From an optimization exercise on the open Yosys and OpenROAD flow, aimed at small area, a short achievable clock period and few clock cycles per item; shortcuts taken in it are not production practice.
The RTL was checked by simulation tests, not by an equivalence proof against the original design.
Power and IR drop assume default switching activity.

==> 07-11 <==
==> flow/design.v (excerpt) <==
module offload_top #(
    parameter int accel_latency = 4
) (
    input  logic                             clk,
    input  logic                             rst_n,
    input  logic                             issue,
    input  offload_pkg::hart_id_t            issue_hart,
    input  logic [31:0]                      issue_inst,
    input  offload_pkg::xlen_t               rs1_val,
    input  offload_pkg::xlen_t               rs2_val,
    output logic [offload_pkg::hart_num-1:0] hart_blocked,
    output logic                             muldiv_busy,
    output logic                             accel_busy,
    output logic                             wb_we,
    output offload_pkg::hart_id_t            wb_hart,
    output offload_pkg::reg_addr_t           wb_rd,
    output offload_pkg::xlen_t               wb_data
);
clock: 12.0 ns
lec_check: 0
cap_margin: 20
core_margin: 2
core_utilization: 60
slew_margin: 20
standard.sh (not shown) runs the stock make flow with config.mk's settings and CLKGATE_MAP_FILE= SYNTH_SCRIPT=/design/flow/synth_recipe.tcl, a recipe that flattens the netlist after the stock synthesis.
==> flow/flow/run.sh <==
#!/bin/bash
set -euo pipefail
MARGIN=$(cat flow/margin.txt)
TNS=$(cat flow/tns.txt)
bash standard.sh SETUP_SLACK_MARGIN=$MARGIN TNS_END_PERCENT=$TNS finish > standard_flow.log 2>&1
==> flow/flow/margin.txt <==
6.5
==> flow/flow/tns.txt <==
0
==> 01-19: changes against 07-11 <==
--- a/flow/design.v
+++ b/flow/design.v
@@ -89,13 +89,22 @@
     logic [31:0] y;       
     logic [31:0] h;       
     logic [4:0]  cnt;
     logic        neg;
     logic        is_div;
-    logic        fa, fb;      
+    logic        a_signed, b_signed;
+    logic        sa, sb;
+    logic [31:0] xa, ya;
     logic [5:0]  clzx, clzy;
     assign is_div   = op[2];
+    assign a_signed = (op == offload_pkg::mulh) || (op == offload_pkg::mulhsu) ||
+                      (op == offload_pkg::div) || (op == offload_pkg::rem);
+    assign b_signed = (op == offload_pkg::mulh) || (op == offload_pkg::div) ||
+                      (op == offload_pkg::rem);
+    assign sa = a_signed && x[31];
+    assign sb = b_signed && y[31];
+    assign ya = sb ? -y : y;
     function automatic logic [5:0] clz32(input logic [31:0] v);
         clz32 = 6'd32;
         for (int i = 0; i < 32; i++) begin
             if (v[i]) clz32 = 31 - i;
         end
@@ -105,16 +114,11 @@
     logic        in_as, in_bs, in_prep;
     assign in_as   = (in_op == offload_pkg::mulh) || (in_op == offload_pkg::mulhsu) ||
                      (in_op == offload_pkg::div) || (in_op == offload_pkg::rem);
     assign in_bs   = (in_op == offload_pkg::mulh) || (in_op == offload_pkg::div) ||
                      (in_op == offload_pkg::rem);
-    logic        in_na, in_nb, in_neg;
-    assign in_na   = in_as && in_a[31];
-    assign in_nb   = in_bs && in_b[31];
-    assign in_prep = in_na || in_nb;
-    assign in_neg  = !in_op[2] ? (in_na ^ in_nb) :
-                     !in_op[1] ? ((in_na ^ in_nb) && (in_b != '0)) : in_na;
+    assign in_prep = (in_as && in_a[31]) || (in_bs && in_b[31]);
     logic [4:0]  shamt;
     logic [31:0] y_shl;
     logic        b_zero;
     logic        a_small;
     logic        mswap;
@@ -128,13 +132,13 @@
     logic [31:0] src;
     logic        cin;
     logic        do_neg;
     always_comb begin
         if (st_prep) begin
-            src    = fa ? x : y;
+            src    = x;
             cin    = 1'b1;
-            do_neg = 1'b1;
+            do_neg = sa;
         end else begin
             case (op)
                 offload_pkg::mul, offload_pkg::div, offload_pkg::divu: src = h;
                 offload_pkg::rem, offload_pkg::remu:                   src = x;
                 default:                                               src = y;
@@ -178,38 +182,36 @@
     assign ge   = asum[32];
     assign msum = asum;
     assign yp1  = y[29:0] + 30'd1;
     assign yinc = msum[34] ? yp1 : y[29:0];
     assign result = asum[31:0];
+    assign xa     = asum[31:0];
     logic skip;
     assign skip = is_div ? (b_zero || a_small) : mclz[5];
     assign free = !(st_prep || st_norm || st_step);
     assign done = st_fix;
+    assign busy = st_prep || st_norm || st_step || st_fix;
     always_ff @(posedge clk) begin
         if (!rst_n) begin
             st_prep <= 1'b0;
             st_norm <= 1'b0;
             st_step <= 1'b0;
             st_fix  <= 1'b0;
-            busy    <= 1'b0;
         end else begin
-            busy    <= (free && accept) || st_prep || st_norm || st_step;
-            st_prep <= (free && accept && in_prep) || (st_prep && fa && fb);
-            st_norm <= (st_prep && !(fa && fb)) || (free && accept && !in_prep);
+            st_prep <= free && accept && in_prep;
+            st_norm <= st_prep || (free && accept && !in_prep);
             st_step <= (st_norm && !skip) || (st_step && (cnt != '0));
             st_fix  <= (st_norm && skip) || (st_step && (cnt == '0));
         end
     end
     always_ff @(posedge clk) begin
         if (st_prep) begin
-            if (fa) begin
-                x  <= asum[31:0];
-                fa <= 1'b0;
-            end else begin
-                y  <= asum[31:0];
-                fb <= 1'b0;
-            end
+            x    <= xa;
+            y    <= ya;
+            if (!op[2]) neg <= sa ^ sb;
+            else if (!op[1]) neg <= (sa ^ sb) && (y != '0);
+            else neg <= sa;
         end else if (st_norm) begin
             y   <= y_shl;
             if (mswap) x <= y;
             h   <= (is_div && b_zero) ? '1 : '0;
             cnt <= is_div ? shamt : {1'b0, ~mclz[4:1]};
@@ -227,13 +229,11 @@
             x    <= in_a;
             y    <= in_b;
             op   <= in_op;
             hart <= in_hart;
             rd   <= in_rd;
-            neg  <= in_neg;
-            fa   <= in_na;
-            fb   <= in_nb;
+            neg  <= 1'b0;
         end
     end
 endmodule
 `timescale 1ns/1ps
 module accel_unit #(
@@ -259,66 +259,22 @@
     logic [1:0]  op;      
     logic [31:0] v;
     assign free = !pend || grant;
     assign done = pend;
     assign busy = pend;
-    function automatic logic [3:0] popc8(input logic [7:0] b);
-        logic s0, c0, s1, c1, s2, c2, t0, t1, u0, u1, v0, v1;
-        s0 = b[0] ^ b[1] ^ b[2];
-        c0 = (b[0] & b[1]) | (b[0] & b[2]) | (b[1] & b[2]);
-        s1 = b[3] ^ b[4] ^ b[5];
-        c1 = (b[3] & b[4]) | (b[3] & b[5]) | (b[4] & b[5]);
-        s2 = b[6] ^ b[7];
-        c2 = b[6] & b[7];
-        t0 = s0 ^ s1 ^ s2;
-        t1 = (s0 & s1) | (s0 & s2) | (s1 & s2);
-        u0 = c0 ^ c1 ^ c2;
-        u1 = (c0 & c1) | (c0 & c2) | (c1 & c2);
-        v0 = t1 ^ u0;
-        v1 = t1 & u0;
-        popc8 = {u1 & v1, u1 ^ v1, v0, t0};
-    endfunction
-    function automatic logic less32(input logic [31:0] a, input logic [31:0] b);
-        logic [31:0] lt1, eq1;
-        logic [15:0] lt2, eq2;
-        logic [7:0]  lt3, eq3;
-        logic [3:0]  lt4, eq4;
-        logic [1:0]  lt5, eq5;
-        lt1 = ~a & b;
-        eq1 = ~(a ^ b);
-        for (int i = 0; i < 16; i++) begin
-            lt2[i] = lt1[2*i+1] | (eq1[2*i+1] & lt1[2*i]);
-            eq2[i] = eq1[2*i+1] & eq1[2*i];
-        end
-        for (int i = 0; i < 8; i++) begin
-            lt3[i] = lt2[2*i+1] | (eq2[2*i+1] & lt2[2*i]);
-            eq3[i] = eq2[2*i+1] & eq2[2*i];
-        end
-        for (int i = 0; i < 4; i++) begin
-            lt4[i] = lt3[2*i+1] | (eq3[2*i+1] & lt3[2*i]);
-            eq4[i] = eq3[2*i+1] & eq3[2*i];
-        end
-        for (int i = 0; i < 2; i++) begin
-            lt5[i] = lt4[2*i+1] | (eq4[2*i+1] & lt4[2*i]);
-            eq5[i] = eq4[2*i+1] & eq4[2*i];
-        end
-        less32 = lt5[1] | (eq5[1] & lt5[0]);
-    endfunction
     logic        sflip;
     logic        lt;
     logic [31:0] rev;
     logic [31:0] v_in;
-    logic [3:0]  bytecnt [4];
     assign sflip = !in_op[1];
-    assign lt    = less32({in_a[31] ^ sflip, in_a[30:0]}, {in_b[31] ^ sflip, in_b[30:0]});
+    assign lt    = {in_a[31] ^ sflip, in_a[30:0]} < {in_b[31] ^ sflip, in_b[30:0]};
     always_comb begin
         for (int i = 0; i < 32; i++) rev[i] = in_a[31-i];
-        for (int j = 0; j < 4; j++) bytecnt[j] = popc8(in_a[8*j +: 8]);
         case (in_op)
             offload_pkg::brev:  v_in = rev;
             offload_pkg::bswap: v_in = {in_a[7:0], in_a[15:8], in_a[23:16], in_a[31:24]};
-            offload_pkg::popc:  v_in = {16'd0, bytecnt[3], bytecnt[2], bytecnt[1], bytecnt[0]};
+            offload_pkg::popc,
             offload_pkg::clz:   v_in = in_a;
             default:            v_in = (lt ^ in_op[0]) ? in_a : in_b;
         endcase
     end
     always_ff @(posedge clk) begin
@@ -337,11 +293,12 @@
         end
     end
     logic [5:0] pop;
     logic [5:0] lz;
     always_comb begin
-        pop = {2'd0, v[3:0]} + {2'd0, v[7:4]} + {2'd0, v[11:8]} + {2'd0, v[15:12]};
+        pop = '0;
+        for (int i = 0; i < 32; i++) pop = pop + {5'd0, v[i]};
         lz = 6'd32;
         for (int i = 0; i < 32; i++) if (v[i]) lz = 31 - i;
     end
     always_comb begin
         case (op)
==> flow/flow/run.sh (replaced) <==
#!/bin/bash
set -euo pipefail
MARGIN=$(cat flow/margin.txt)
bash standard.sh SETUP_SLACK_MARGIN=$MARGIN finish > standard_flow.log 2>&1
==> flow/flow/margin.txt (replaced) <==
7.0
--- a/flow/config.mk
+++ b/flow/config.mk
@@ -5,7 +5,7 @@
 export SDC_FILE = /design/flow/constraint.sdc
 export NUM_CORES = 4
 export LEC_CHECK = 0
 export CAP_MARGIN = 20
 export CORE_MARGIN = 2
-export CORE_UTILIZATION = 60
+export CORE_UTILIZATION = 40
 export SLEW_MARGIN = 20
removed: flow/flow/tns.txt
==> comparison <==
Setup slack: 01-19 is better than 07-11 (0.67 ns). Via count: 07-11 is smaller than 01-19 (about 5%). Between 07-11 and 01-19, the lower design area is in 07-11 (gap 17%, measured against 01-19). In 01-19 the worst hold slack is higher than in 07-11, by 0.0023 ns. Between 01-19 and 07-11, the lower routed wire length is in 07-11 (gap about 17%, measured against 07-11). Of 07-11 and 01-19, 01-19 has the higher clock power (gap about 2%, measured against 01-19). In 01-19 the synthesized area is higher than in 07-11, by about 2.5%. In 01-19 the synthesized cell count is higher than in 07-11, by 2.4%. Between 07-11 and 01-19, the lower die area is in 07-11 (gap 34%, measured against 01-19).
Testbench counts of 07-11, summed over its fixed seeds: cycles 13,311, items 2,560.
Testbench counts of 01-19, summed over its fixed seeds: cycles 13,269, items 2,560.

==> afterwards: timing with drivers on the ports <==
Ports are ideal in the flow. The routed layouts listed here were re-timed in OpenROAD.
Step 1 assumes that a clkbuf_16 drives the clock port and a buf_2 every other input.
Step 2, shift: input delay + t, output delay - t, t = (earliest + latest rising clock arrival at the registers) / 2. This alone moves slack from input paths to output paths.
a / b / c = no drivers / after step 1 / after step 2; a / b = the first two.
run	t, ns	slack for setup (ns)	worst setup path after step 2	latest minus earliest clock arrival (ns)
07-11	0.536	5.882 / 5.882 / 5.689	input to register	0.023 / 0.023
01-19	0.585	6.556 / 6.556 / 6.235	input to register	0.025 / 0.025
After both steps setup and hold are still met in every run listed. The setup slack of 01-19, which loses most, moves by 0.000 ns with the drivers and by -0.321 ns with both steps.
